Background: an optimization exercise with open tools, aiming at small area and a short achievable clock period. Do not read the settings as production practice. Function was checked by simulation only, so behaviour that the tests miss may differ from the original. Power figures rest on the tool's default switching activity, not on a simulated workload.

==> design.v <==
package alu_issue_queue_pkg;
  localparam int unsigned TagWMax = 16;
  localparam logic [5:0] arithAdd  = 6'd1;
  localparam logic [5:0] arithSub  = 6'd2;
  localparam logic [5:0] arithShra = 6'd3;
  localparam logic [5:0] logicAnd  = 6'd4;
  localparam logic [5:0] logicOr   = 6'd5;
  localparam logic [5:0] logicShl  = 6'd6;
  localparam logic [5:0] logicShrl = 6'd7;
  localparam logic [5:0] logicXor  = 6'd8;
  typedef struct packed {
    logic [5:0]                    func;
    logic [4:0]                    c0;
    logic [TagWMax-1:0]            destTag;
    logic [1:0]                    srcReady;
    logic [1:0][TagWMax-1:0]       srcTag;
    logic [1:0][31:0]              srcData;
  } iq_entry_t;
endpackage
module alu_iq_entry_wakeup #(
  parameter int unsigned TAG_W = 6
) (
  input  logic             ready_cur,
  input  logic [TAG_W-1:0] tag_cur,
  input  logic             res_valid,
  input  logic [TAG_W-1:0] res_tag,
  output logic             hit
);
  assign hit = res_valid && !ready_cur && (tag_cur == res_tag);
endmodule
module alu_issue_queue #(
  parameter int unsigned DEPTH = 8,
  parameter int unsigned TAG_W = 6
) (
  input  logic               clk,
  input  logic               reset,
  input  logic               en,
  input  logic               inValid,
  output logic               inReady,
  input  logic [5:0]         inFunc,
  input  logic [4:0]         inC0,
  input  logic [TAG_W-1:0]   inDestTag,
  input  logic [1:0]         inSrcReady,
  input  logic [2*TAG_W-1:0] inSrcTag,
  input  logic [63:0]        inSrcData,
  input  logic               resValid,
  input  logic [TAG_W-1:0]   resTag,
  input  logic [31:0]        resData,
  input  logic               allow,
  input  logic               flush,
  output logic               issueValid,
  output logic [5:0]         funcSelect,
  output logic [31:0]        dataIn0,
  output logic [31:0]        dataIn1,
  output logic [4:0]         c0,
  output logic [TAG_W-1:0]   issueTag
);
  localparam int unsigned N = DEPTH;
  logic [N-1:0]            vld_q;
  logic [N-1:0][1:0]       rdy_q;
  logic [N-1:0][1:0][31:0] dat_q;
  logic [N-1:0][5:0]       fn_q;
  logic [N-1:0][4:0]       k_q;
  logic [N-1:0][TAG_W-1:0] dt_q;
  logic [N-1:0][N-1:0]     older_q;    
  logic                    iv_q;
  logic [5:0]              is_fn_q;
  logic [4:0]              is_k_q;
  logic [TAG_W-1:0]        is_dt_q;
  logic [1:0][31:0]        is_dat_q;
  logic [N-1:0] elig, sel;
  logic         sel_found;
  always_comb begin
    for (int i = 0; i < N; i++) elig[i] = vld_q[i] & rdy_q[i][0] & rdy_q[i][1];
    for (int i = 0; i < N; i++) begin
      logic blocked;
      blocked = 1'b0;
      for (int j = 0; j < N; j++) begin
        if (j < i) blocked = blocked | (elig[j] &  older_q[j][i]);
        if (j > i) blocked = blocked | (elig[j] & ~older_q[i][j]);
      end
      sel[i] = elig[i] & ~blocked;
    end
  end
  assign sel_found = |elig;
  logic [N-1:0] free_1h, ins_w;
  always_comb begin
    logic taken;
    taken = 1'b0;
    for (int i = 0; i < N; i++) begin
      free_1h[i] = ~vld_q[i] & ~taken;
      taken      = taken | ~vld_q[i];
    end
  end
  assign inReady = ~&vld_q;
  assign ins_w   = free_1h & {N{en & inValid}};
  logic [1:0]       new_rdy;
  logic [1:0][31:0] new_dat;
  for (genvar s = 0; s < 2; s++) begin : g_new
    logic hit_in;
    alu_iq_entry_wakeup #(.TAG_W(TAG_W)) u_wk_in (
      .ready_cur (inSrcReady[s]),
      .tag_cur   (inSrcTag[s*TAG_W +: TAG_W]),
      .res_valid (resValid),
      .res_tag   (resTag),
      .hit       (hit_in)
    );
    assign new_rdy[s] = inSrcReady[s] | hit_in;
    always_comb begin
      new_dat[s] = inSrcReady[s] ? inSrcData[s*32 +: 32] : resData;
      if (!new_rdy[s]) new_dat[s][TAG_W-1:0] = inSrcTag[s*TAG_W +: TAG_W];
    end
  end
  logic take;       
  assign take = en & allow;
  for (genvar i = 0; i < N; i++) begin : g_slot
    for (genvar s = 0; s < 2; s++) begin : g_src
      logic hit, wk;
      alu_iq_entry_wakeup #(.TAG_W(TAG_W)) u_wk (
        .ready_cur (rdy_q[i][s]),
        .tag_cur   (dat_q[i][s][TAG_W-1:0]),
        .res_valid (resValid),
        .res_tag   (resTag),
        .hit       (hit)
      );
      assign wk = en & vld_q[i] & hit;
      always_ff @(posedge clk) begin
        if (ins_w[i]) begin
          rdy_q[i][s] <= new_rdy[s];
          dat_q[i][s] <= new_dat[s];
        end else if (wk) begin
          rdy_q[i][s] <= 1'b1;
          dat_q[i][s] <= resData;
        end
      end
    end
    always_ff @(posedge clk) begin
      if (ins_w[i]) begin
        fn_q[i] <= inFunc;
        k_q[i]  <= inC0;
        dt_q[i] <= inDestTag;
      end
    end
    always_ff @(posedge clk) begin
      if (reset) vld_q[i] <= 1'b0;
      else if (en) begin
        if (flush) vld_q[i] <= 1'b0;
        else       vld_q[i] <= (vld_q[i] & ~(allow & sel[i])) | (inValid & free_1h[i]);
      end
    end
    for (genvar j = i + 1; j < N; j++) begin : g_age
      always_ff @(posedge clk) begin
        if (ins_w[j])      older_q[i][j] <= 1'b1;
        else if (ins_w[i]) older_q[i][j] <= 1'b0;
      end
    end
  end
  logic [5:0]       mx_fn;
  logic [4:0]       mx_k;
  logic [TAG_W-1:0] mx_dt;
  logic [1:0][31:0] mx_dat;
  always_comb begin
    mx_fn  = '0;
    mx_k   = '0;
    mx_dt  = '0;
    mx_dat = '0;
    for (int i = 0; i < N; i++) begin
      mx_fn  = mx_fn  | (fn_q[i]  & {6{sel[i]}});
      mx_k   = mx_k   | (k_q[i]   & {5{sel[i]}});
      mx_dt  = mx_dt  | (dt_q[i]  & {TAG_W{sel[i]}});
      mx_dat = mx_dat | (dat_q[i] & {64{sel[i]}});
    end
  end
  always_ff @(posedge clk) begin
    if (reset)     iv_q <= 1'b0;
    else if (en)   iv_q <= ~flush & (allow ? sel_found : iv_q);
  end
  always_ff @(posedge clk) begin
    if (take) begin
      is_fn_q  <= mx_fn;
      is_k_q   <= mx_k;
      is_dt_q  <= mx_dt;
      is_dat_q <= mx_dat;
    end
  end
  assign issueValid = iv_q;
  assign funcSelect = is_fn_q;
  assign c0         = is_k_q;
  assign issueTag   = is_dt_q;
  assign dataIn0    = is_dat_q[0];
  assign dataIn1    = is_dat_q[1];
endmodule
==> run.sh <==
#!/bin/bash
# synth_recipe.tcl (not shown) runs the flow's synth.tcl, then flattens the netlist and writes it again
# the make line also repeats each setting of config.mk as NAME=value (left out here)
make -C /OpenROAD-flow-scripts/flow DESIGN_CONFIG=/design/flow/config.mk WORK_HOME=/design/flow/orfs CLKGATE_MAP_FILE= SYNTH_SCRIPT=/design/flow/synth_recipe.tcl finish
==> config.mk <==
export PLATFORM = sky130hd
export DESIGN_NAME = alu_issue_queue
export DESIGN_NICKNAME = alu_issue_queue
export VERILOG_FILES = /design/flow/design.v
export SDC_FILE = /design/flow/constraint.sdc
export NUM_CORES = 4
export LEC_CHECK = 0
export CAP_MARGIN = 20
export CORE_MARGIN = 2
export CORE_UTILIZATION = 40
export PLACE_DENSITY = 0.6
export SLEW_MARGIN = 20
==> constraint.sdc <==
create_clock -name core_clock -period 5.0 [get_ports {clk}]
set_input_delay 1.0000 -clock core_clock [delete_from_list [all_inputs] [get_ports {clk}]]
set_output_delay 1.0000 -clock core_clock [all_outputs]
set_load 0.01 [all_outputs]
==> impl_metrics.xml, run 1 <==
<?xml version="1.0" encoding="UTF-8"?>
<metrics>
  <group name="run_status">
    <metric name="status" unit="">complete, no violations</metric>
  </group>
  <group name="floorplanning">
    <metric name="die_width" unit="um">304</metric>
    <metric name="die_height" unit="um">304</metric>
    <metric name="floorplan_die_area" unit="um2">92500</metric>
    <metric name="initial_utilization" unit="%">40.2</metric>
    <metric name="pin_count" unit="">223</metric>
    <metric name="floorplan.core_area" unit="um2">89600</metric>
    <metric name="placementRows" unit="">110</metric>
  </group>
  <group name="sta">
    <metric name="tightestPinTransition" unit="ps">1150</metric>
    <metric name="finalCriticalPeriod" unit="ps">3930</metric>
    <metric name="final_critical_path_setup_slack" unit="ps">1070</metric>
    <metric name="max-slew-margin-rel" unit="%">21.1</metric>
    <metric name="post-route-period-util" unit="%">78.5</metric>
    <metric name="fin_setup_tns" unit="ps">0</metric>
    <metric name="maximum_clock_skew_at_final_layout" unit="ps">23.9</metric>
    <metric name="max_clock_freq" unit="MHz">255</metric>
    <metric name="finalHoldViolCount" unit="">0</metric>
    <metric name="rsz0062_at_grt" unit="">no</metric>
    <metric name="setup_viol" unit="">0</metric>
    <metric name="final-max-slew-violation-count" unit="">0</metric>
  </group>
  <group name="hold_path">
    <metric name="min_path_cells" unit="">2</metric>
    <metric name="min_path_type" unit="">register to register</metric>
    <metric name="min_delay_worst_endpoint" unit="">older_q[29]</metric>
    <metric name="min-delay-start" unit="">older_q[29]</metric>
  </group>
  <group name="critical_path">
    <metric name="setup.reg_to_reg.worst_slack" unit="ps">1070</metric>
    <metric name="critical_path.max_fanout" unit="">50</metric>
    <metric name="crit-reg2reg-capture" unit="">is_dat_q[36]</metric>
    <metric name="critical_path_most_common_cell" unit="">nand3_1</metric>
    <metric name="critical_path_cell_list" unit="">nand3_1 -&gt; o22ai_1 -&gt; nor4b_4 -&gt; buf_4 -&gt; a2111oi_0 -&gt; nand3_1</metric>
    <metric name="critical_path_class" unit="">register to register</metric>
    <metric name="worstPathArrival" unit="ps">4140</metric>
    <metric name="r2r_start" unit="">rdy_q[6]</metric>
    <metric name="worst_setup_path_start_kind" unit="">register</metric>
    <metric name="timing.critical_path.slowest_stage_cell" unit="">a2111oi_0</metric>
    <metric name="cp-startpoint" unit="">rdy_q[6]</metric>
    <metric name="setup_crit_end_kind" unit="">register</metric>
    <metric name="cpPeakStageDelay" unit="ps">1050</metric>
    <metric name="worst_r2r_path_depth" unit="">6</metric>
    <metric name="crit_required" unit="ps">5220</metric>
  </group>
  <group name="cts">
    <metric name="post_cts_setup_bufs" unit="">0</metric>
    <metric name="ctsHtreeMaxLevel" unit="">3</metric>
    <metric name="worst_case_clock_buffer_depth" unit="">3</metric>
    <metric name="cts-root-buf" unit="">clkbuf_16</metric>
    <metric name="cts.reportedPaths.clkPinSlew" unit="ps">60</metric>
    <metric name="cts_made_buffers" unit="">86</metric>
    <metric name="cts_resized" unit="">0</metric>
    <metric name="clock_tree_from_tritoncts" unit="">built</metric>
    <metric name="cts.hold.buffers_added" unit="">0</metric>
    <metric name="cts.sink_count" unit="">782</metric>
    <metric name="clk-insertion-delay-late" unit="ps">660</metric>
  </group>
  <group name="power">
    <metric name="p_leak" unit="nW">15.1</metric>
    <metric name="clock_power_share" unit="%">42.5</metric>
    <metric name="vdd_ir_drop_max" unit="mV">0.234</metric>
    <metric name="power_switching_share" unit="%">23.2</metric>
    <metric name="share_seq_of_total_power" unit="%">51.1</metric>
    <metric name="share_comb_of_total_power" unit="%">6.3</metric>
    <metric name="power.switching" unit="W">0.00331</metric>
    <metric name="power_per_cell_area" unit="nW/um2">333</metric>
    <metric name="p_int" unit="W">0.0109</metric>
  </group>
  <group name="detailed_routing">
    <metric name="drt-pass1-iter-count" unit="">8</metric>
    <metric name="number_of_drc_violations_after_detailed_routing" unit="">0</metric>
    <metric name="post_drt_via_cell_ratio" unit="">6.04</metric>
    <metric name="drt_iter0_markers" unit="">3619</metric>
    <metric name="detailroute.via_count" unit="">27500</metric>
    <metric name="drt-total-wl" unit="um">123000</metric>
    <metric name="detail_route.wl_per_cell" unit="um">27.0</metric>
    <metric name="final_antenna_net_count" unit="">0</metric>
  </group>
  <group name="yosys">
    <metric name="synth_cell_type_count" unit="">52</metric>
    <metric name="mappedNetlistArea" unit="um2">36000</metric>
    <metric name="synth_simple_gate_area_share" unit="%">11.0</metric>
    <metric name="share_of_the_synthesized_area_in_compound_gates_ao_oa_aoi_oai" unit="%">14.5</metric>
    <metric name="number_of_synthesized_register_bits" unit="">782</metric>
    <metric name="yosysWarnings" unit="">1</metric>
    <metric name="number_of_enable_flip_flop_cells_after_synthesis" unit="">745</metric>
    <metric name="synth.yosys.seq_area_share" unit="%">64.1</metric>
    <metric name="post_synth_fa_ha_maj_area_fraction" unit="%">0</metric>
    <metric name="post_synth_xor_xnor_area" unit="%">2.62</metric>
    <metric name="dominantRegCellSynth" unit="">edfxtp_1</metric>
    <metric name="largest_family_of_logic_cells_by_synthesized_area" unit="">compound AO/OA/AOI/OAI gates</metric>
    <metric name="syn-instance-count" unit="">3149</metric>
    <metric name="synthesis.nets" unit="">3289</metric>
    <metric name="post_synth.cell_area_avg" unit="um2">11.4</metric>
    <metric name="multiplexer_area_fraction_after_synthesis" unit="%">1.78</metric>
    <metric name="async_flop_share" unit="%">0</metric>
  </group>
  <group name="cells_and_area">
    <metric name="design_area" unit="um2">42800</metric>
    <metric name="n_fill_cell" unit="">8003</metric>
    <metric name="post_route_cells_drive_above_1_share" unit="%">8.20</metric>
    <metric name="combined_area_of_the_multi_input_logic_cells" unit="um2">11100</metric>
    <metric name="area.sequential" unit="um2">23100</metric>
    <metric name="fin_nets" unit="">3447</metric>
    <metric name="area.growth.synth_to_final" unit="%">18.6</metric>
  </group>
  <group name="placed_design">
    <metric name="place_area" unit="um2">40100</metric>
    <metric name="gpl.final_weighted_congestion" unit="">0.926</metric>
    <metric name="hpwl" unit="um">77000</metric>
    <metric name="buffer_ports.inserted" unit="">222</metric>
    <metric name="detailedPlace.worstSlack" unit="ps">941</metric>
  </group>
  <group name="global_route">
    <metric name="grt_pass1_wl" unit="um">179000</metric>
    <metric name="number_of_global_route_vias_before_repair" unit="">26500</metric>
    <metric name="globalRoute.totalOverflow" unit="">0</metric>
    <metric name="grt_start_max_net_pins" unit="">67</metric>
    <metric name="grt_use_total" unit="%">26.0</metric>
    <metric name="grt_antenna_before_repair" unit="">4</metric>
  </group>
  <group name="job">
    <metric name="timing.max_cap.violations" unit="">0</metric>
  </group>
</metrics>
## state kept, by name, indices dropped and copies added (netlist names)
name and cells:
iv_q 1, is_fn_q 6, dt_q 48, is_dat_q 64, is_dt_q 6, dat_q 512
fn_q 48, older_q 28, is_k_q 5, vld_q 8, rdy_q 16, k_q 40
## placed cells by master, fill, tap and decap left out, drive strengths merged, types with 4 or more instances in the layout
| master | Yosys | layout |
|---|---|---|
| nand4b | 25 | 25 |
| nor4 | 4 | 4 |
| a21oi | 452 | 452 |
| nand3 | 89 | 89 |
| dfxtp | 37 | 37 |
| or4 | 6 | 6 |
| nand2 | 114 | 114 |
| a221oi | 70 | 70 |
| a2111oi | 81 | 81 |
| a22oi | 162 | 162 |
| buf | 80 | 120 |
| clkinv | 1 | 36 |
| inv | 256 | 257 |
| nand4 | 54 | 54 |
| nor3 | 244 | 244 |
| xnor2 | 90 | 90 |
| o41ai | 9 | 9 |
| edfxtp | 745 | 745 |
| o21ai | 31 | 31 |
| nor2b | 12 | 12 |
| clkdlybuf4s50 | 0 | 220 |
| clkinvlp | 0 | 5 |
| a21o | 4 | 4 |
| mux2i | 64 | 64 |
| nor2 | 273 | 273 |
| clkbuf | 190 | 114 |
| and3 | 5 | 5 |
| xor2 | 18 | 18 |
## kinds of logic after synthesis
kind of cell / after synthesis
and+or+nand+nor: 838
DFF: 782
xor gates and xnor gates: 108
AOI/OAI and AO/OA: 830
muxes: 64
buffers and inverters: 527
## worst max-delay path, delay by kind of cell, from the launching register on
| family | cells | cell delay, ps |
|---|---|---|
| DFF | 1 | 600 |
| buffers and inverters | 1 | 320 |
| and+or+nand+nor | 3 | 1080 |
| AOI/OAI and AO/OA | 2 | 1440 |
## per-stage QoR
| stage | util [%] | power, W | cells | hold WS, ps |
|---|---|---|---|---|
| after global placement | 44.7 | 0.00831 | 4394 | 442 |
| after global routing | 47.7 | 0.0146 | 4553 | 470 |
| after floorplan | - | 0.00789 | 3149 | 430 |
| after detailed placement | 44.7 | 0.00832 | 4395 | 447 |
| after CTS | 47.7 | 0.0143 | 4552 | 458 |
| final | 47.7 | 0.0143 | 4554 | 462 |
## synthesized netlist by cell type, types with 3 or more instances
cell       instances  area share, %
nand4_1           54           0.94
buf_2             44           0.61
edfxtp_1         745             62
buf_4              4          0.083
a21oi_1          452            6.3
dfxtp_1           37            2.1
nand2_1          114            1.2
buf_6              9           0.28
nor3_1           244            3.4
buf_1             23           0.24
nor2_1           273            2.8
xor2_1            18           0.44
inv_2              5          0.052
nand3_1           89            1.2
inv_1            251            2.6
o41ai_1            9           0.22
a21o_1             4          0.083
a22oi_1          162            3.4
xnor2_1           90            2.2
o31ai_1            3          0.062
or2_2              3          0.052
or4_1              6           0.12
a211oi_1           3          0.062
mux2i_1           64            1.8
and3_1             5          0.087
a2111oi_0         81            2.0
clkbuf_1         182            1.9
nor2b_1           12           0.21
nand2b_1           3          0.052
nand4b_1          25           0.61
clkbuf_2           8           0.11
a221oi_1          70            1.7
o21ai_0           31           0.43
## metal layers
metal / track usage [%] / vias up / part of all wire [%]
li1: - / 12100 / -
met1: 35.3 / 13500 / 40
met2: 42.4 / 1677 / 47
met3: 3.72 / 256 / 9.7
met4: 9.92 / 4 / 3.6
met5: 0 / - / 0.016
## cell type report
| cell class | count | share of cell area [%] |
|---|---|---|
| repair buffers | 340 | 7.87 |
| inverters | 257 | 2.31 |
| well taps | 1176 | 3.44 |
| clock buffers | 114 | 5.35 |
| flip-flops and latches | 782 | 54.1 |
| diodes | 2 | 0.0117 |
| multi-input cells | 1840 | 26.1 |
| clock inverters | 43 | 0.893 |
## power groups by stage
stage	combinational, W	sequential (W)	clock (W)
3_3_place_gp	0.000885	0.00743	0
5_1_grt	0.000971	0.00729	0.00639
3_5_place_dp	0.000891	0.00743	0
6_report	0.000904	0.00729	0.00606
4_1_cts	0.000895	0.00729	0.00613
2_1_floorplan	0.000462	0.00743	0
## worst max-delay path by stage
stage	to	slack, ps	cells after the start
finish	is_dat_q[36]	1070	6
global route	is_dat_q[36]	1130	6
CTS	is_dat_q[36]	1300	6
detailed placement	dat_q[201]	940	6
global placement	dat_q[203]	990	6
floorplan	dat_q[100]	40	5
==> inputs of run 2 (changes only) <==
--- a/design.v
+++ b/design.v
@@ -124,14 +124,12 @@
         .hit       (hit)
       );
       assign wk = en & vld_q[i] & hit;
+      logic hold;
+      assign hold = ~(ins_w[i] | wk);
       always_ff @(posedge clk) begin
-        if (ins_w[i]) begin
-          rdy_q[i][s] <= new_rdy[s];
-          dat_q[i][s] <= new_dat[s];
-        end else if (wk) begin
-          rdy_q[i][s] <= 1'b1;
-          dat_q[i][s] <= resData;
-        end
+        rdy_q[i][s] <= (ins_w[i] & new_rdy[s]) | wk | (hold & rdy_q[i][s]);
+        dat_q[i][s] <= ({32{ins_w[i]}} & new_dat[s]) | ({32{wk}} & resData) |
+                       ({32{hold}} & dat_q[i][s]);
       end
     end
     always_ff @(posedge clk) begin
@@ -165,23 +163,23 @@
     mx_dt  = '0;
     mx_dat = '0;
     for (int i = 0; i < N; i++) begin
-      mx_fn  = mx_fn  | (fn_q[i]  & {6{sel[i]}});
-      mx_k   = mx_k   | (k_q[i]   & {5{sel[i]}});
-      mx_dt  = mx_dt  | (dt_q[i]  & {TAG_W{sel[i]}});
-      mx_dat = mx_dat | (dat_q[i] & {64{sel[i]}});
+      mx_fn  = mx_fn  | (fn_q[i]  & {6{sel_t[i]}});
+      mx_k   = mx_k   | (k_q[i]   & {5{sel_t[i]}});
+      mx_dt  = mx_dt  | (dt_q[i]  & {TAG_W{sel_t[i]}});
+      mx_dat = mx_dat | (dat_q[i] & {64{sel_t[i]}});
     end
   end
   always_ff @(posedge clk) begin
     if (reset)     iv_q <= 1'b0;
     else if (en)   iv_q <= ~flush & (allow ? sel_found : iv_q);
   end
+  logic [N-1:0] sel_t;
+  assign sel_t = sel & {N{take}};
   always_ff @(posedge clk) begin
-    if (take) begin
-      is_fn_q  <= mx_fn;
-      is_k_q   <= mx_k;
-      is_dt_q  <= mx_dt;
-      is_dat_q <= mx_dat;
-    end
+    is_fn_q  <= mx_fn  | (is_fn_q  & {6{~take}});
+    is_k_q   <= mx_k   | (is_k_q   & {5{~take}});
+    is_dt_q  <= mx_dt  | (is_dt_q  & {TAG_W{~take}});
+    is_dat_q <= mx_dat | (is_dat_q & {64{~take}});
   end
   assign issueValid = iv_q;
   assign funcSelect = is_fn_q;
--- a/config.mk
+++ b/config.mk
@@ -9,4 +9,5 @@
 export CORE_MARGIN = 2
 export CORE_UTILIZATION = 40
 export PLACE_DENSITY = 0.6
+export SETUP_SLACK_MARGIN = 2.0
 export SLEW_MARGIN = 20
==> impl_metrics.xml, run 2 <==
<?xml version="1.0" encoding="UTF-8"?>
<metrics>
  <group name="cells_and_area">
    <metric name="max_flop_register" unit="">dat_q</metric>
    <metric name="reg_top3" unit="">dat_q: 512 flops, is_dat_q: 64 flops</metric>
    <metric name="area.sequential" unit="um2">17000</metric>
    <metric name="finish.cell_count_without_fillers" unit="">4929</metric>
    <metric name="mostFrequentLayoutCells" unit="">dfxtp_1 (641), a221o_1 (430), nor2_1 (403)</metric>
    <metric name="layout_commonest_cell" unit="">dfxtp_1</metric>
    <metric name="fin_nets" unit="">3846</metric>
    <metric name="largest_reg_flops" unit="">512</metric>
    <metric name="area.growth.synth_to_final" unit="%">19.5</metric>
    <metric name="combined_area_of_the_multi_input_logic_cells" unit="um2">15500</metric>
    <metric name="final_util" unit="%">48.2</metric>
    <metric name="post_route_cells_drive_above_1_share" unit="%">10.4</metric>
    <metric name="n_fill_cell" unit="">7992</metric>
  </group>
  <group name="yosys">
    <metric name="async_flop_share" unit="%">0</metric>
    <metric name="synth_cell_type_count" unit="">63</metric>
    <metric name="synth_top_area_cell" unit="">dfxtp_1</metric>
    <metric name="syn-instance-count" unit="">3633</metric>
    <metric name="number_of_enable_flip_flop_cells_after_synthesis" unit="">136</metric>
    <metric name="synth.yosys.seq_area_share" unit="%">48.8</metric>
    <metric name="synthesis.nets" unit="">3773</metric>
    <metric name="synth_common_cells" unit="">dfxtp_1 (646), a221o_1 (430), nor2_1 (412)</metric>
    <metric name="mappedNetlistArea" unit="um2">34800</metric>
    <metric name="post_synth.cell_area_avg" unit="um2">9.59</metric>
    <metric name="yosysWarnings" unit="">1</metric>
    <metric name="number_of_synthesized_register_bits" unit="">782</metric>
    <metric name="dominantRegCellSynth" unit="">dfxtp_1</metric>
    <metric name="yosysTopAreaCellShare" unit="%">37.1</metric>
    <metric name="synth.area.top_cells" unit="">dfxtp_1 (37%), a221o_1 (12%), edfxtp_1 (12%)</metric>
    <metric name="yosys.cell_count.top_type" unit="">dfxtp_1</metric>
  </group>
  <group name="placed_design">
    <metric name="gpl.final_weighted_congestion" unit="">0.867</metric>
    <metric name="hpwl" unit="um">78800</metric>
    <metric name="dpl.cell_count" unit="">4743</metric>
    <metric name="buffer_ports.inserted" unit="">222</metric>
  </group>
  <group name="floorplanning">
    <metric name="floorplan_die_area" unit="um2">89500</metric>
    <metric name="placementRows" unit="">108</metric>
    <metric name="die_width" unit="um">299</metric>
    <metric name="initial_utilization" unit="%">40.3</metric>
    <metric name="pin_count" unit="">223</metric>
    <metric name="die_height" unit="um">299</metric>
    <metric name="floorplan.core_area" unit="um2">86500</metric>
  </group>
  <group name="hold_path">
    <metric name="min_path_type" unit="">register to register</metric>
    <metric name="min_delay_worst_endpoint" unit="">is_k_q[4]</metric>
    <metric name="min-delay-start" unit="">k_q[19]</metric>
    <metric name="min_path_cells" unit="">2</metric>
  </group>
  <group name="critical_path">
    <metric name="critical_path.max_fanout" unit="">17</metric>
    <metric name="cpPeakStageDelay" unit="ps">700</metric>
    <metric name="crit_required" unit="ps">5510</metric>
    <metric name="critical_path_buf_inv_count" unit="">3</metric>
    <metric name="crit-reg2reg-capture" unit="">is_dat_q[14]</metric>
    <metric name="critical_path_cell_list" unit="">clkdlybuf4s50_1 -&gt; and2_2 -&gt; o211ai_4 -&gt; buf_4 -&gt; buf_4 -&gt; nor4_1 -&gt; a2111oi_0 -&gt; nand3_1</metric>
    <metric name="worstPathArrival" unit="ps">3540</metric>
    <metric name="worst_setup_path_start_kind" unit="">primary input</metric>
    <metric name="timing.critical_path.slowest_stage_cell" unit="">a2111oi_0</metric>
    <metric name="setup_crit_end_kind" unit="">register</metric>
    <metric name="r2r_start" unit="">vld_q[7]</metric>
    <metric name="critical_path_class" unit="">primary input to register</metric>
    <metric name="timing.critical_path.depth" unit="">8</metric>
    <metric name="crit_family" unit="">buffers and inverters</metric>
    <metric name="critical_path_most_common_cell" unit="">buf_4</metric>
    <metric name="worst_r2r_path_depth" unit="">6</metric>
    <metric name="setup.reg_to_reg.worst_slack" unit="ps">1990</metric>
  </group>
  <group name="global_route">
    <metric name="grt_antenna_before_repair" unit="">3</metric>
    <metric name="grt_use_total" unit="%">29.6</metric>
    <metric name="globalRoute.totalOverflow" unit="">0</metric>
    <metric name="grt_pass1_wl" unit="um">204000</metric>
    <metric name="grt_start_max_net_pins" unit="">72</metric>
    <metric name="number_of_global_route_vias_before_repair" unit="">30700</metric>
  </group>
  <group name="power">
    <metric name="total_power" unit="W">0.0144</metric>
    <metric name="vdd_ir_drop_max" unit="mV">0.233</metric>
    <metric name="power_per_cell_area" unit="nW/um2">346</metric>
    <metric name="share_seq_of_total_power" unit="%">47.7</metric>
    <metric name="power_switching_share" unit="%">24.3</metric>
    <metric name="clock_power_share" unit="%">44.6</metric>
    <metric name="share_comb_of_total_power" unit="%">7.7</metric>
    <metric name="power.switching" unit="W">0.00349</metric>
    <metric name="p_int" unit="W">0.0109</metric>
    <metric name="p_leak" unit="nW">15.7</metric>
  </group>
  <group name="sta">
    <metric name="fin_setup_tns" unit="ps">0</metric>
    <metric name="max_clock_freq" unit="MHz">330</metric>
    <metric name="setup_viol" unit="">0</metric>
    <metric name="tightestPinTransition" unit="ps">1090</metric>
    <metric name="rsz0062_at_grt" unit="">yes</metric>
    <metric name="holdWs" unit="ps">449</metric>
    <metric name="maximum_clock_skew_at_final_layout" unit="ps">23.1</metric>
    <metric name="finalHoldViolCount" unit="">0</metric>
    <metric name="post-route-period-util" unit="%">60.6</metric>
    <metric name="finalCriticalPeriod" unit="ps">3030</metric>
    <metric name="final-max-slew-violation-count" unit="">0</metric>
    <metric name="max-slew-margin-rel" unit="%">27.3</metric>
  </group>
  <group name="cts">
    <metric name="cts_made_buffers" unit="">82</metric>
    <metric name="clock_tree_from_tritoncts" unit="">built</metric>
    <metric name="worst_case_clock_buffer_depth" unit="">3</metric>
    <metric name="cts.sink_count" unit="">782</metric>
    <metric name="cts.reportedPaths.clkPinSlew" unit="ps">60</metric>
    <metric name="clk-insertion-delay-late" unit="ps">650</metric>
    <metric name="cts-root-buf" unit="">clkbuf_16</metric>
    <metric name="ctsHtreeMaxLevel" unit="">3</metric>
  </group>
  <group name="detailed_routing">
    <metric name="post_drt_via_cell_ratio" unit="">6.47</metric>
    <metric name="final_antenna_net_count" unit="">0</metric>
    <metric name="drt-pass1-iter-count" unit="">6</metric>
    <metric name="drt-total-wl" unit="um">138000</metric>
    <metric name="wl_met1" unit="um">56200</metric>
    <metric name="top_layer_reached_by_signal_wires" unit="">met5</metric>
    <metric name="dr_wl_met2" unit="um">61700</metric>
    <metric name="met3RoutedLength" unit="um">14400</metric>
    <metric name="detail_route.wl_per_cell" unit="um">28.0</metric>
    <metric name="drt_iter0_markers" unit="">4254</metric>
    <metric name="number_of_drc_violations_after_detailed_routing" unit="">0</metric>
    <metric name="detailroute.via_count" unit="">31900</metric>
  </group>
  <group name="run_status">
    <metric name="status" unit="">complete, no violations</metric>
  </group>
  <group name="job">
    <metric name="timing.max_cap.violations" unit="">0</metric>
  </group>
</metrics>
run 2: final cells by class:
cell class / count / share of cell area (%)
multi-input combinational: 2183 / 37.2
tap: 1155 / 3.47
clock buffer: 114 / 5.65
inverter: 261 / 2.36
sequential: 782 / 40.9
clock inverter: 36 / 1.14
timing repair buffer: 396 / 9.23
antenna: 2 / 0.0120
run 2: worst max-delay path by stage:
stage                              end  slack [ps]       from
after CTS                   dat_q[325]        2000  resTag[4]
after floorplan               dt_q[10]        2010         en
after global routing      is_dat_q[48]        1960   vld_q[0]
after global placement     is_dat_q[6]         640         en
final                     is_dat_q[14]        1970      allow
after detailed placement   is_dat_q[6]         620         en
run 2: tightest hold or removal path, cell delays in order (launching register included):
cell      delay (ps)
edfxtp_1         320
nand2_1           50
nand4_1           60
run 2: cell families (layout without fill, tap and decap cells):
group                     count (synthesis)  in the layout  share of synthesized area [%]
and+or+nand+nor                        1153           1153                           16.5
muxes                                    52             52                           1.49
other                                     0              2                              0
xor gates and xnor gates                108            108                           2.72
DFF                                     782            782                           48.8
AOI/OAI and AO/OA                       864            870                           22.6
buffers and inverters                   674            807                           7.84
run 2: stage by stage:
stage	instance area, um2	worst slack, ps
floorplan	34900	2010
global placement	38400	637
detailed placement	38400	619
CTS	41500	2000
global route	41600	1960
finish	41600	1970
run 2: metal layers:
layer | GRT usage [%] | vias up
li1 | - | 14000
met1 | 39.8 | 15700
met2 | 46.5 | 1881
met3 | 6.04 | 331
met5 | 0 | -
met4 | 12.4 | 4
run 2: repair_timing:
item                                    in CTS  in global routing
cloned                                       5                  1
endpoints found under the setup margin     715                247
resized for setup                           33                 23
hold buffers                                 0                  0
buffers inserted                            24                  3
pin swaps                                    9                  2
run 2: power groups by stage:
stage / clock [W] / combinational [W] / sequential (W)
floorplan: 0 / 0.000678 / 0.00694
global placement: 0 / 0.00108 / 0.00700
detailed placement: 0 / 0.00109 / 0.00700
CTS: 0.00647 / 0.00109 / 0.00687
global route: 0.00672 / 0.00119 / 0.00690
finish: 0.00642 / 0.00111 / 0.00687
==> inputs of run 3 (changes only) <==
--- a/design.v
+++ b/design.v
@@ -28,6 +28,30 @@
 );
   assign hit = res_valid && !ready_cur && (tag_cur == res_tag);
 endmodule
+module alu_iq_aoi222 (
+  input  logic [2:0] s,
+  input  logic [2:0] d,
+  output logic       y_n
+);
+  assign y_n = ~|(s & d);
+endmodule
+module alu_iq_nand3 (
+  input  logic [2:0] a,
+  output logic       y
+);
+  assign y = ~&a;
+endmodule
+module alu_iq_sel9 (
+  input  logic [8:0] s,
+  input  logic [8:0] d,
+  output logic       y
+);
+  logic [2:0] t;
+  for (genvar g = 0; g < 3; g++) begin : g_aoi
+    alu_iq_aoi222 u_aoi (.s(s[3*g +: 3]), .d(d[3*g +: 3]), .y_n(t[g]));
+  end
+  alu_iq_nand3 u_nand (.a(t), .y(y));
+endmodule
 module alu_issue_queue #(
   parameter int unsigned DEPTH = 8,
   parameter int unsigned TAG_W = 6
@@ -153,34 +177,30 @@
       end
     end
   end
-  logic [5:0]       mx_fn;
-  logic [4:0]       mx_k;
-  logic [TAG_W-1:0] mx_dt;
-  logic [1:0][31:0] mx_dat;
-  always_comb begin
-    mx_fn  = '0;
-    mx_k   = '0;
-    mx_dt  = '0;
-    mx_dat = '0;
-    for (int i = 0; i < N; i++) begin
-      mx_fn  = mx_fn  | (fn_q[i]  & {6{sel_t[i]}});
-      mx_k   = mx_k   | (k_q[i]   & {5{sel_t[i]}});
-      mx_dt  = mx_dt  | (dt_q[i]  & {TAG_W{sel_t[i]}});
-      mx_dat = mx_dat | (dat_q[i] & {64{sel_t[i]}});
-    end
+  logic [N-1:0] sel_t;
+  assign sel_t = sel & {N{take}};
+  localparam int unsigned IW = 6 + 5 + TAG_W + 64;
+  logic [N-1:0][IW-1:0] slot_w;
+  logic [IW-1:0]        is_q, is_d;
+  for (genvar i = 0; i < N; i++) begin : g_slot_w
+    assign slot_w[i] = {dat_q[i][1], dat_q[i][0], dt_q[i], k_q[i], fn_q[i]};
+  end
+  for (genvar b = 0; b < IW; b++) begin : g_is
+    logic [8:0] d9;
+    for (genvar i = 0; i < N; i++) begin : g_d
+      assign d9[i] = slot_w[i][b];
+    end
+    assign d9[8] = is_q[b];
+    alu_iq_sel9 u_sel (.s({~take, sel_t}), .d(d9), .y(is_d[b]));
   end
   always_ff @(posedge clk) begin
     if (reset)     iv_q <= 1'b0;
     else if (en)   iv_q <= ~flush & (allow ? sel_found : iv_q);
   end
-  logic [N-1:0] sel_t;
-  assign sel_t = sel & {N{take}};
   always_ff @(posedge clk) begin
-    is_fn_q  <= mx_fn  | (is_fn_q  & {6{~take}});
-    is_k_q   <= mx_k   | (is_k_q   & {5{~take}});
-    is_dt_q  <= mx_dt  | (is_dt_q  & {TAG_W{~take}});
-    is_dat_q <= mx_dat | (is_dat_q & {64{~take}});
-  end
+    is_q <= is_d;
+  end
+  assign {is_dat_q[1], is_dat_q[0], is_dt_q, is_k_q, is_fn_q} = is_q;
   assign issueValid = iv_q;
   assign funcSelect = is_fn_q;
   assign c0         = is_k_q;
--- a/config.mk
+++ b/config.mk
@@ -11,3 +11,5 @@
 export PLACE_DENSITY = 0.6
 export SETUP_SLACK_MARGIN = 2.0
 export SLEW_MARGIN = 20
+export SYNTH_HIERARCHICAL = 1
+export SYNTH_MINIMUM_KEEP_SIZE = 0
==> impl_metrics.xml, run 3 <==
<?xml version="1.0" encoding="UTF-8"?>
<metrics>
  <group name="sta">
    <metric name="fin_setup_tns" unit="ps">0</metric>
    <metric name="post-route-period-util" unit="%">58.3</metric>
    <metric name="finalHoldViolCount" unit="">0</metric>
    <metric name="setup_viol" unit="">0</metric>
    <metric name="max_clock_freq" unit="MHz">343</metric>
    <metric name="tightestPinTransition" unit="ps">934</metric>
    <metric name="final_critical_path_setup_slack" unit="ps">2080</metric>
    <metric name="finalCriticalPeriod" unit="ps">2920</metric>
    <metric name="maximum_clock_skew_at_final_layout" unit="ps">28.9</metric>
    <metric name="max-slew-margin-rel" unit="%">37.5</metric>
    <metric name="rsz0062_at_grt" unit="">no</metric>
    <metric name="final-max-slew-violation-count" unit="">0</metric>
  </group>
  <group name="cts">
    <metric name="cts_made_buffers" unit="">84</metric>
    <metric name="ctsHtreeMaxLevel" unit="">3</metric>
    <metric name="cts.sink_count" unit="">782</metric>
    <metric name="cts-root-buf" unit="">clkbuf_16</metric>
    <metric name="worst_case_clock_buffer_depth" unit="">3</metric>
    <metric name="cts.hold.buffers_added" unit="">0</metric>
    <metric name="clock_tree_from_tritoncts" unit="">built</metric>
    <metric name="clk-insertion-delay-late" unit="ps">650</metric>
    <metric name="cts.reportedPaths.clkPinSlew" unit="ps">60</metric>
  </group>
  <group name="power">
    <metric name="p_leak" unit="nW">14.5</metric>
    <metric name="clock_power_share" unit="%">44.6</metric>
    <metric name="share_comb_of_total_power" unit="%">6.9</metric>
    <metric name="p_int" unit="W">0.0109</metric>
    <metric name="share_seq_of_total_power" unit="%">48.5</metric>
    <metric name="power.switching" unit="W">0.00339</metric>
    <metric name="vdd_ir_drop_max" unit="mV">0.243</metric>
    <metric name="power_switching_share" unit="%">23.7</metric>
    <metric name="power_per_cell_area" unit="nW/um2">372</metric>
  </group>
  <group name="yosys">
    <metric name="synth.yosys.seq_area_share" unit="%">53.7</metric>
    <metric name="yosys.cell_count.top_type" unit="">dfxtp_1</metric>
    <metric name="synth_top_area_cell" unit="">dfxtp_1</metric>
    <metric name="number_of_synthesized_register_bits" unit="">782</metric>
    <metric name="synth.area.top_cells" unit="">dfxtp_1 (41%), a221o_1 (15%), edfxtp_1 (13%)</metric>
    <metric name="async_flop_share" unit="%">0</metric>
    <metric name="number_of_enable_flip_flop_cells_after_synthesis" unit="">136</metric>
    <metric name="post_synth_xor_xnor_area" unit="%">2.98</metric>
    <metric name="post_synth.cell_area_avg" unit="um2">10.9</metric>
    <metric name="post_synth_fa_ha_maj_area_fraction" unit="%">0</metric>
    <metric name="synth_common_cells" unit="">dfxtp_1 (646), nor2_1 (522), a221o_1 (489)</metric>
    <metric name="synth_simple_gate_area_share" unit="%">11.9</metric>
    <metric name="largest_family_of_logic_cells_by_synthesized_area" unit="">compound AO/OA/AOI/OAI gates</metric>
    <metric name="syn-instance-count" unit="">2909</metric>
    <metric name="multiplexer_area_fraction_after_synthesis" unit="%">2.45</metric>
    <metric name="dominantRegCellSynth" unit="">dfxtp_1</metric>
    <metric name="share_of_the_synthesized_area_in_compound_gates_ao_oa_aoi_oai" unit="%">25.2</metric>
    <metric name="yosysWarnings" unit="">7</metric>
    <metric name="mappedNetlistArea" unit="um2">31700</metric>
    <metric name="yosysTopAreaCellShare" unit="%">40.8</metric>
    <metric name="synthesis.nets" unit="">3049</metric>
    <metric name="synth_cell_type_count" unit="">53</metric>
  </group>
  <group name="placed_design">
    <metric name="dpl.cell_count" unit="">4003</metric>
    <metric name="hpwl" unit="um">69400</metric>
    <metric name="place_area" unit="um2">35100</metric>
    <metric name="detailedPlace.worstSlack" unit="ps">1140</metric>
    <metric name="buffer_ports.inserted" unit="">222</metric>
    <metric name="gpl.final_weighted_congestion" unit="">0.933</metric>
  </group>
  <group name="detailed_routing">
    <metric name="post_drt_via_cell_ratio" unit="">6.94</metric>
    <metric name="final_antenna_net_count" unit="">0</metric>
    <metric name="drt_iter0_markers" unit="">5294</metric>
    <metric name="detailroute.via_count" unit="">29100</metric>
    <metric name="detail_route.wl_per_cell" unit="um">31.0</metric>
    <metric name="number_of_drc_violations_after_detailed_routing" unit="">0</metric>
    <metric name="drt-pass1-iter-count" unit="">6</metric>
    <metric name="drt-total-wl" unit="um">130000</metric>
  </group>
  <group name="hold_path">
    <metric name="min_path_type" unit="">register to register</metric>
  </group>
  <group name="critical_path">
    <metric name="worstPathArrival" unit="ps">3440</metric>
    <metric name="worst_setup_path_start_kind" unit="">primary input</metric>
    <metric name="setup_crit_end_kind" unit="">register</metric>
    <metric name="critical_path.max_fanout" unit="">39</metric>
    <metric name="crit_required" unit="ps">5520</metric>
    <metric name="critical_path_class" unit="">primary input to register</metric>
  </group>
  <group name="job">
    <metric name="timing.max_cap.violations" unit="">0</metric>
  </group>
  <group name="cells_and_area">
    <metric name="max_flop_register" unit="">dat_q</metric>
    <metric name="mostFrequentLayoutCells" unit="">dfxtp_1 (639), nor2_1 (506), a221o_1 (489)</metric>
    <metric name="n_fill_cell" unit="">6908</metric>
    <metric name="design_area" unit="um2">38400</metric>
    <metric name="fin_nets" unit="">3206</metric>
    <metric name="post_route_cells_drive_above_1_share" unit="%">11.3</metric>
    <metric name="finish.cell_count_without_fillers" unit="">4186</metric>
    <metric name="layout_commonest_cell" unit="">dfxtp_1</metric>
    <metric name="area.sequential" unit="um2">17000</metric>
    <metric name="largest_reg_flops" unit="">512</metric>
    <metric name="area.growth.synth_to_final" unit="%">21.2</metric>
    <metric name="reg_top3" unit="">dat_q: 512 flops, is_q: 81 flops</metric>
    <metric name="combined_area_of_the_multi_input_logic_cells" unit="um2">13700</metric>
  </group>
  <group name="global_route">
    <metric name="grt_use_total" unit="%">30.6</metric>
    <metric name="grt_antenna_before_repair" unit="">0</metric>
    <metric name="grt_start_max_net_pins" unit="">82</metric>
    <metric name="globalRoute.totalOverflow" unit="">0</metric>
    <metric name="number_of_global_route_vias_before_repair" unit="">28400</metric>
    <metric name="grt_pass1_wl" unit="um">190000</metric>
  </group>
  <group name="floorplanning">
    <metric name="floorplan_die_area" unit="um2">81500</metric>
    <metric name="pin_count" unit="">223</metric>
    <metric name="die_height" unit="um">286</metric>
    <metric name="initial_utilization" unit="%">40.3</metric>
    <metric name="placementRows" unit="">103</metric>
    <metric name="floorplan.core_area" unit="um2">78700</metric>
    <metric name="die_width" unit="um">286</metric>
  </group>
  <group name="run_status">
    <metric name="status" unit="">complete, no violations</metric>
  </group>
</metrics>
==> run 3: cell count changes after synthesis, moves of 32 or more <==
cell,before,now
clkbuf_1,276,198
a221o_1,430,489
a222oi_1,76,243
a22oi_1,86,24
nand3_1,160,112
a2111oi_0,81,0
inv_1,255,5
buf_2,88,49
nor4_1,256,2
o211ai_1,54,4
nand2_1,140,64
a22o_1,34,2
nor2_1,412,522
==> run 3: worst max-delay path, cell delays in order <==
cell and delay [ps]:
clkdlybuf4s50_1 520, nand4b_1 200, buf_4 580, buf_4 690, nor2_1 100, a221o_1 290
==> run 3: cells by family (layout without fill, tap and decap cells) <==
group,Yosys count,after routing
DFF,782,782
buffers and inverters,284,510
xor gates and xnor gates,108,108
and+or+nand+nor,831,831
muxes,76,76
AOI/OAI and AO/OA,828,828
other,0,1
==> run 3: path summary, 6_finish.rpt <==
check,startpoint,endpoint,slack [ps],cells past startpoint
worst max-delay path,inValid,dat_q[107],2080,6
worst min-delay path,older_q[30],older_q[30],460,2
worst max register to register,vld_q[7],is_q[73],2410,6
worst min register to register,older_q[30],older_q[30],460,2
==> run 3: through the flow <==
step | hold WS (ps) | power, W | utilization (%)
6_report | 460 | 0.0143 | 48.8
4_1_cts | 459 | 0.0143 | 48.4
3_5_place_dp | 449 | 0.00798 | 44.6
5_1_grt | 482 | 0.0147 | 48.8
3_3_place_gp | 444 | 0.00794 | 44.6
2_1_floorplan | 430 | 0.00757 | -
==> run 3: final cells by class <==
cell class	instances	share of cell area, %
well taps	1050	3.42
clock buffers	119	6.44
diodes	1	0.00651
repair buffers	344	9.00
multi-input cells	1843	35.8
inverters	11	0.150
flip-flops and latches	782	44.3
clock inverters	36	0.898
==> run 3: per-layer routing <==
| metal | part of all wire [%] | vias to the layer above | GRT usage (%) |
|---|---|---|---|
| li1 | - | 12000 | - |
| met1 | 38 | 14300 | 39.9 |
| met2 | 44 | 2246 | 47.8 |
| met3 | 12 | 485 | 6.93 |
| met4 | 5.5 | 0 | 15.4 |
| met5 | 0 | - | 0 |
==> run 3: power groups by stage <==
stage | Combinational, W | Clock, W | Sequential (W)
finish | 0.000984 | 0.00637 | 0.00693
global route | 0.00105 | 0.00668 | 0.00696
CTS | 0.000950 | 0.00640 | 0.00692
detailed placement | 0.000931 | 0 | 0.00705
global placement | 0.000899 | 0 | 0.00704
floorplan | 0.000586 | 0 | 0.00699
==> run 3: repair_timing <==
action	4_1_cts	5_1_grt
endpoints found under the setup margin	175	182
pin swaps	1	6
resized for setup	34	24
setup buffers	2	25
hold endpoints to repair	0	0
==> run 3: per-module statistics from Yosys, one instance, submodules excluded, excerpt <==
| module | area [um2] | flops+latches | copies in the design |
|---|---|---|---|
| alu_issue_queue | 27500 | 782 | 1 |
| alu_iq_nand3 | 5.00 | 0 | 81 |
| alu_iq_aoi222 | 10.0 | 0 | 243 |
==> inputs of run 4 (changes only) <==
--- a/design.v
+++ b/design.v
@@ -80,33 +80,21 @@
   output logic [TAG_W-1:0]   issueTag
 );
   localparam int unsigned N = DEPTH;
-  logic [N-1:0]            vld_q;
-  logic [N-1:0][1:0]       rdy_q;
+  logic [N-1:0]            vld_q, vld_d;
+  logic [N-1:0][1:0]       rdy_q, rdy_d;
   logic [N-1:0][1:0][31:0] dat_q;
   logic [N-1:0][5:0]       fn_q;
   logic [N-1:0][4:0]       k_q;
   logic [N-1:0][TAG_W-1:0] dt_q;
-  logic [N-1:0][N-1:0]     older_q;    
+  logic [N-1:0][N-1:0]     older_q, older_d;    
+  logic [N-1:0]            sel_q, sel_d;
+  logic                    found_q, found_d;
+  logic                    full_q;
   logic                    iv_q;
   logic [5:0]              is_fn_q;
   logic [4:0]              is_k_q;
   logic [TAG_W-1:0]        is_dt_q;
   logic [1:0][31:0]        is_dat_q;
-  logic [N-1:0] elig, sel;
-  logic         sel_found;
-  always_comb begin
-    for (int i = 0; i < N; i++) elig[i] = vld_q[i] & rdy_q[i][0] & rdy_q[i][1];
-    for (int i = 0; i < N; i++) begin
-      logic blocked;
-      blocked = 1'b0;
-      for (int j = 0; j < N; j++) begin
-        if (j < i) blocked = blocked | (elig[j] &  older_q[j][i]);
-        if (j > i) blocked = blocked | (elig[j] & ~older_q[i][j]);
-      end
-      sel[i] = elig[i] & ~blocked;
-    end
-  end
-  assign sel_found = |elig;
   logic [N-1:0] free_1h, ins_w;
   always_comb begin
     logic taken;
@@ -116,7 +104,7 @@
       taken      = taken | ~vld_q[i];
     end
   end
-  assign inReady = ~&vld_q;
+  assign inReady = ~full_q;
   assign ins_w   = free_1h & {N{en & inValid}};
   logic [1:0]       new_rdy;
   logic [1:0][31:0] new_dat;
@@ -150,8 +138,9 @@
       assign wk = en & vld_q[i] & hit;
       logic hold;
       assign hold = ~(ins_w[i] | wk);
+      assign rdy_d[i][s] = (ins_w[i] & new_rdy[s]) | wk | (hold & rdy_q[i][s]);
       always_ff @(posedge clk) begin
-        rdy_q[i][s] <= (ins_w[i] & new_rdy[s]) | wk | (hold & rdy_q[i][s]);
+        rdy_q[i][s] <= rdy_d[i][s];
         dat_q[i][s] <= ({32{ins_w[i]}} & new_dat[s]) | ({32{wk}} & resData) |
                        ({32{hold}} & dat_q[i][s]);
       end
@@ -163,22 +152,47 @@
         dt_q[i] <= inDestTag;
       end
     end
-    always_ff @(posedge clk) begin
-      if (reset) vld_q[i] <= 1'b0;
-      else if (en) begin
-        if (flush) vld_q[i] <= 1'b0;
-        else       vld_q[i] <= (vld_q[i] & ~(allow & sel[i])) | (inValid & free_1h[i]);
-      end
-    end
-    for (genvar j = i + 1; j < N; j++) begin : g_age
-      always_ff @(posedge clk) begin
-        if (ins_w[j])      older_q[i][j] <= 1'b1;
-        else if (ins_w[i]) older_q[i][j] <= 1'b0;
-      end
-    end
+    always_comb begin
+      if (reset)     vld_d[i] = 1'b0;
+      else if (!en)  vld_d[i] = vld_q[i];
+      else if (flush) vld_d[i] = 1'b0;
+      else           vld_d[i] = (vld_q[i] & ~(allow & sel_q[i])) | (inValid & free_1h[i]);
+    end
+    for (genvar j = 0; j < N; j++) begin : g_age
+      if (j > i) begin : g_pair
+        assign older_d[i][j] = ins_w[j] | (~ins_w[i] & older_q[i][j]);
+        always_ff @(posedge clk) older_q[i][j] <= older_d[i][j];
+      end else begin : g_none
+        assign older_d[i][j] = 1'b0;
+      end
+    end
+  end
+  always_ff @(posedge clk) vld_q <= vld_d;
+  logic [N-1:0] elig_d;
+  always_comb begin
+    for (int i = 0; i < N; i++) elig_d[i] = vld_d[i] & rdy_d[i][0] & rdy_d[i][1];
+    for (int i = 0; i < N; i++) begin
+      logic blocked;
+      blocked = 1'b0;
+      for (int j = 0; j < N; j++) begin
+        if (j < i) blocked = blocked | (elig_d[j] &  older_d[j][i]);
+        if (j > i) blocked = blocked | (elig_d[j] & ~older_d[i][j]);
+      end
+      sel_d[i] = elig_d[i] & ~blocked;
+    end
+  end
+  assign found_d = |elig_d;
+  always_ff @(posedge clk) begin
+    sel_q   <= sel_d;
+    found_q <= found_d;
+    full_q  <= &vld_d;
+  end
+  always_ff @(posedge clk) begin
+    if (reset)     iv_q <= 1'b0;
+    else if (en)   iv_q <= ~flush & (allow ? found_q : iv_q);
   end
   logic [N-1:0] sel_t;
-  assign sel_t = sel & {N{take}};
+  assign sel_t = sel_q & {N{take}};
   localparam int unsigned IW = 6 + 5 + TAG_W + 64;
   logic [N-1:0][IW-1:0] slot_w;
   logic [IW-1:0]        is_q, is_d;
@@ -192,10 +206,6 @@
     end
     assign d9[8] = is_q[b];
     alu_iq_sel9 u_sel (.s({~take, sel_t}), .d(d9), .y(is_d[b]));
-  end
-  always_ff @(posedge clk) begin
-    if (reset)     iv_q <= 1'b0;
-    else if (en)   iv_q <= ~flush & (allow ? sel_found : iv_q);
   end
   always_ff @(posedge clk) begin
     is_q <= is_d;
--- a/config.mk
+++ b/config.mk
@@ -9,7 +9,7 @@
 export CORE_MARGIN = 2
 export CORE_UTILIZATION = 40
 export PLACE_DENSITY = 0.6
-export SETUP_SLACK_MARGIN = 2.0
+export SETUP_SLACK_MARGIN = 2.8
 export SLEW_MARGIN = 20
 export SYNTH_HIERARCHICAL = 1
 export SYNTH_MINIMUM_KEEP_SIZE = 0
==> impl_metrics.xml, run 4 <==
<?xml version="1.0" encoding="UTF-8"?>
<metrics>
  <group name="sta">
    <metric name="final-max-slew-violation-count" unit="">0</metric>
    <metric name="finalCriticalPeriod" unit="ps">2810</metric>
    <metric name="max-slew-margin-rel" unit="%">37.2</metric>
    <metric name="maximum_clock_skew_at_final_layout" unit="ps">38.3</metric>
    <metric name="rsz0062_at_grt" unit="">yes</metric>
    <metric name="fin_setup_tns" unit="ps">0</metric>
    <metric name="setup_viol" unit="">0</metric>
    <metric name="max_clock_freq" unit="MHz">356</metric>
    <metric name="holdWs" unit="ps">450</metric>
    <metric name="post-route-period-util" unit="%">56.3</metric>
    <metric name="finalHoldViolCount" unit="">0</metric>
    <metric name="tightestPinTransition" unit="ps">941</metric>
  </group>
  <group name="cts">
    <metric name="worst_case_clock_buffer_depth" unit="">3</metric>
    <metric name="clock_tree_from_tritoncts" unit="">built</metric>
    <metric name="cts.sink_count" unit="">792</metric>
    <metric name="cts_made_buffers" unit="">84</metric>
    <metric name="cts-root-buf" unit="">clkbuf_16</metric>
    <metric name="ctsHtreeMaxLevel" unit="">3</metric>
    <metric name="cts.hold.buffers_added" unit="">0</metric>
    <metric name="cts.reportedPaths.clkPinSlew" unit="ps">60</metric>
    <metric name="clk-insertion-delay-late" unit="ps">660</metric>
  </group>
  <group name="hold_path">
    <metric name="min_path_type" unit="">register to register</metric>
  </group>
  <group name="cells_and_area">
    <metric name="max_flop_register" unit="">dat_q</metric>
    <metric name="combined_area_of_the_multi_input_logic_cells" unit="um2">15900</metric>
    <metric name="mostFrequentLayoutCells" unit="">dfxtp_1 (608), nor2_1 (525), a221o_1 (500)</metric>
    <metric name="reg_top3" unit="">dat_q: 512 flops, is_q: 81 flops</metric>
    <metric name="final_util" unit="%">56.3</metric>
    <metric name="n_fill_cell" unit="">6401</metric>
    <metric name="design_area" unit="um2">44600</metric>
    <metric name="largest_reg_flops" unit="">512</metric>
    <metric name="fin_nets" unit="">3474</metric>
    <metric name="finish.cell_count_without_fillers" unit="">4456</metric>
    <metric name="post_route_cells_drive_above_1_share" unit="%">27.2</metric>
    <metric name="layout_commonest_cell" unit="">dfxtp_1</metric>
    <metric name="area.growth.synth_to_final" unit="%">39.1</metric>
    <metric name="area.sequential" unit="um2">17300</metric>
  </group>
  <group name="yosys">
    <metric name="synth_cell_type_count" unit="">71</metric>
    <metric name="number_of_enable_flip_flop_cells_after_synthesis" unit="">136</metric>
    <metric name="syn-instance-count" unit="">2949</metric>
    <metric name="post_synth.cell_area_avg" unit="um2">10.9</metric>
    <metric name="yosysTopAreaCellShare" unit="%">41.0</metric>
    <metric name="synth.yosys.seq_area_share" unit="%">53.7</metric>
    <metric name="dominantRegCellSynth" unit="">dfxtp_1</metric>
    <metric name="synthesis.nets" unit="">3089</metric>
    <metric name="mappedNetlistArea" unit="um2">32000</metric>
    <metric name="synth_common_cells" unit="">dfxtp_1 (656), nor2_1 (563), a221o_1 (500)</metric>
    <metric name="number_of_synthesized_register_bits" unit="">792</metric>
    <metric name="yosysWarnings" unit="">7</metric>
    <metric name="async_flop_share" unit="%">0</metric>
    <metric name="synth.area.top_cells" unit="">dfxtp_1 (41%), a221o_1 (16%), edfxtp_1 (13%)</metric>
    <metric name="yosys.cell_count.top_type" unit="">dfxtp_1</metric>
    <metric name="synth_top_area_cell" unit="">dfxtp_1</metric>
  </group>
  <group name="floorplanning">
    <metric name="floorplan.core_area" unit="um2">79100</metric>
    <metric name="pin_count" unit="">223</metric>
    <metric name="placementRows" unit="">103</metric>
    <metric name="die_height" unit="um">287</metric>
    <metric name="floorplan_die_area" unit="um2">82400</metric>
    <metric name="die_width" unit="um">287</metric>
    <metric name="initial_utilization" unit="%">40.5</metric>
  </group>
  <group name="critical_path">
    <metric name="crit_required" unit="ps">5500</metric>
    <metric name="worstPathArrival" unit="ps">3320</metric>
    <metric name="setup_crit_end_kind" unit="">register</metric>
    <metric name="cpPeakStageDelay" unit="ps">410</metric>
    <metric name="r2r_start" unit="">vld_q[2]</metric>
    <metric name="critical_path_most_common_cell" unit="">buf_12</metric>
    <metric name="worst_r2r_path_depth" unit="">7</metric>
    <metric name="crit-reg2reg-capture" unit="">sel_q[0]</metric>
    <metric name="endpoint" unit="">sel_q[3]</metric>
    <metric name="critical_path_class" unit="">primary input to register</metric>
    <metric name="timing.critical_path.slowest_stage_cell" unit="">a221oi_2</metric>
    <metric name="critical_path.max_fanout" unit="">6</metric>
    <metric name="worst_setup_path_start_kind" unit="">primary input</metric>
    <metric name="setup.reg_to_reg.worst_slack" unit="ps">2350</metric>
    <metric name="critical_path_cell_list" unit="">buf_12 -&gt; buf_12 -&gt; xnor2_2 -&gt; nand3b_1 -&gt; nor4_4 -&gt; nand2_1 -&gt; a221oi_2 -&gt; o221ai_2 -&gt; buf_4 -&gt; o22ai_1 -&gt; a211o_1 -&gt; a2111oi_2</metric>
    <metric name="cp-startpoint" unit="">resTag[3]</metric>
  </group>
  <group name="detailed_routing">
    <metric name="drt_iter0_markers" unit="">6441</metric>
    <metric name="detail_route.wl_per_cell" unit="um">35.7</metric>
    <metric name="number_of_drc_violations_after_detailed_routing" unit="">0</metric>
    <metric name="drt-pass1-iter-count" unit="">11</metric>
    <metric name="post_drt_via_cell_ratio" unit="">7.23</metric>
    <metric name="detailroute.via_count" unit="">32200</metric>
    <metric name="final_antenna_net_count" unit="">0</metric>
    <metric name="drt-total-wl" unit="um">159000</metric>
  </group>
  <group name="run_status">
    <metric name="status" unit="">complete, no violations</metric>
  </group>
  <group name="power">
    <metric name="power_switching_share" unit="%">24.6</metric>
    <metric name="share_comb_of_total_power" unit="%">8.9</metric>
    <metric name="p_int" unit="W">0.0111</metric>
    <metric name="power_per_cell_area" unit="nW/um2">332</metric>
    <metric name="share_seq_of_total_power" unit="%">47.3</metric>
    <metric name="power.switching" unit="W">0.00364</metric>
    <metric name="p_leak" unit="nW">17.4</metric>
    <metric name="clock_power_share" unit="%">43.8</metric>
    <metric name="vdd_ir_drop_max" unit="mV">0.258</metric>
  </group>
  <group name="global_route">
    <metric name="number_of_global_route_vias_before_repair" unit="">31000</metric>
    <metric name="globalRoute.totalOverflow" unit="">0</metric>
    <metric name="grt_start_max_net_pins" unit="">82</metric>
    <metric name="grt_antenna_before_repair" unit="">12</metric>
    <metric name="grt_use_total" unit="%">35.5</metric>
    <metric name="grt_pass1_wl" unit="um">216000</metric>
  </group>
  <group name="placed_design">
    <metric name="place_area" unit="um2">36200</metric>
    <metric name="buffer_ports.inserted" unit="">222</metric>
    <metric name="dpl.cell_count" unit="">4051</metric>
    <metric name="gpl.final_weighted_congestion" unit="">0.949</metric>
    <metric name="hpwl" unit="um">76400</metric>
  </group>
  <group name="job">
    <metric name="timing.max_cap.violations" unit="">0</metric>
  </group>
</metrics>
## run 4: cell count changes after synthesis, moves of 11 or more
cell,delta
a211o_1,-12
a21oi_1,+30
nand4_1,-20
a221o_1,+11
nand4b_1,-13
o21ai_0,-14
inv_1,+12
nor2_1,+41
clkbuf_1,+14
buf_2,-25
nand2_1,-25
## run 4: critical path: cells and delay by family
family / cells / cell delay, ps
xor gates and xnor gates: 1 / 150
buffers and inverters: 3 / 470
and+or+nand+nor: 3 / 670
AOI/OAI and AO/OA: 5 / 1000
## run 4: worst min path at each step
stage               startpoint    to  slack [ps]  cells after the start
finish                 found_q  iv_q         450                      2
global route           found_q  iv_q         470                      2
CTS                    found_q  iv_q         450                      2
detailed placement     found_q  iv_q         440                      2
global placement       found_q  iv_q         430                      2
floorplan              found_q  iv_q         420                      2
## run 4: kinds of logic (layout without fill, tap and decap cells)
family / after synthesis / in the layout / synth area share (%)
AOI/OAI and AO/OA: 876 / 876 / 26.1
xor gates and xnor gates: 108 / 108 / 2.95
buffers and inverters: 287 / 731 / 3.58
DFF: 792 / 792 / 53.7
muxes: 69 / 69 / 2.16
other: 0 / 7 / 0
and+or+nand+nor: 817 / 823 / 11.5
## run 4: routing by layer
metal	up-vias	wire [um]	global-route usage, %
met5	-	57	0
met2	3037	65800	51.7
met3	738	24100	11.2
met1	15700	57000	45.8
li1	12700	-	-
met4	10	12000	21.7
## run 4: stage by stage
stage,total power [W],setup slack [ps]
after global routing,0.0151,2140
after detailed placement,0.00813,602
after global placement,0.00808,660
after CTS,0.0146,2210
after floorplan,0.00769,1860
final,0.0148,2190
## run 4: power groups by stage
stage	clock, W	combinational, W	sequential, W
after floorplan	0	0.000647	0.00704
after global placement	0	0.00100	0.00708
after detailed placement	0	0.00104	0.00709
after CTS	0.00644	0.00120	0.00696
after global routing	0.00672	0.00137	0.00700
final	0.00648	0.00132	0.00698
## run 4: final cells by class
| class | count | area share, % |
|---|---|---|
| sequential | 792 | 38.8 |
| multi-input combinational | 1876 | 35.7 |
| timing repair buffer | 556 | 15.8 |
| clock buffer | 118 | 5.42 |
| tap | 1050 | 2.95 |
| clock inverter | 33 | 0.859 |
| inverter | 21 | 0.331 |
| timing repair inverter | 3 | 0.0477 |
| antenna | 7 | 0.0393 |
## run 4: what timing repair did
action / in CTS / in global routing
pin swaps: 81 / 74
hold endpoints to repair: 0 / 0
buffers inserted: 129 / 44
endpoints found under the setup margin: 868 / 621
resized for setup: 840 / 203
cloned: 51 / 23
## run 4: Yosys stat by module (local to each module, per instance), a selection
| module | cell area [um2] | times used | cells |
|---|---|---|---|
| alu_iq_nand3 | 5.00 | 81 | 1 |
| alu_issue_queue | 27800 | 1 | 2463 |
| alu_iq_aoi222 | 10.0 | 243 | 1 |

port drivers added, routing unchanged:
How much do the figures lean on ideal ports? The routed layouts below were timed once more, with nothing changed but the port constraints.
Step 1: set_driving_cell puts a clkbuf_16 on clk and a buf_2 on each other input, an assumption about the parent block.
Step 2, shift: input delay + t, output delay - t, t = (earliest + latest rising clock arrival at the registers) / 2. This alone moves slack from input paths to output paths.
Three values: ideal ports, drivers, drivers and shift; two values: the first two.
run | shift t [ns] | slack for setup (ns) | worst setup path after step 2 | worst data-port slew with drivers (ns)
run 1 | 0.722 | 1.073 / 1.073 / 0.910 | input to register | 0.12
run 2 | 0.706 | 1.969 / 1.978 / 1.273 | input to register | 0.07
run 3 | 0.703 | 2.084 / 2.126 / 1.423 | input to register | 0.09
run 4 | 0.716 | 2.187 / 2.212 / 1.495 | input to register | 0.19
After both steps every run listed still meets setup and hold. For run 2, which loses most, drivers alone change the setup slack by +0.009 ns; drivers and shift together by -0.696 ns.
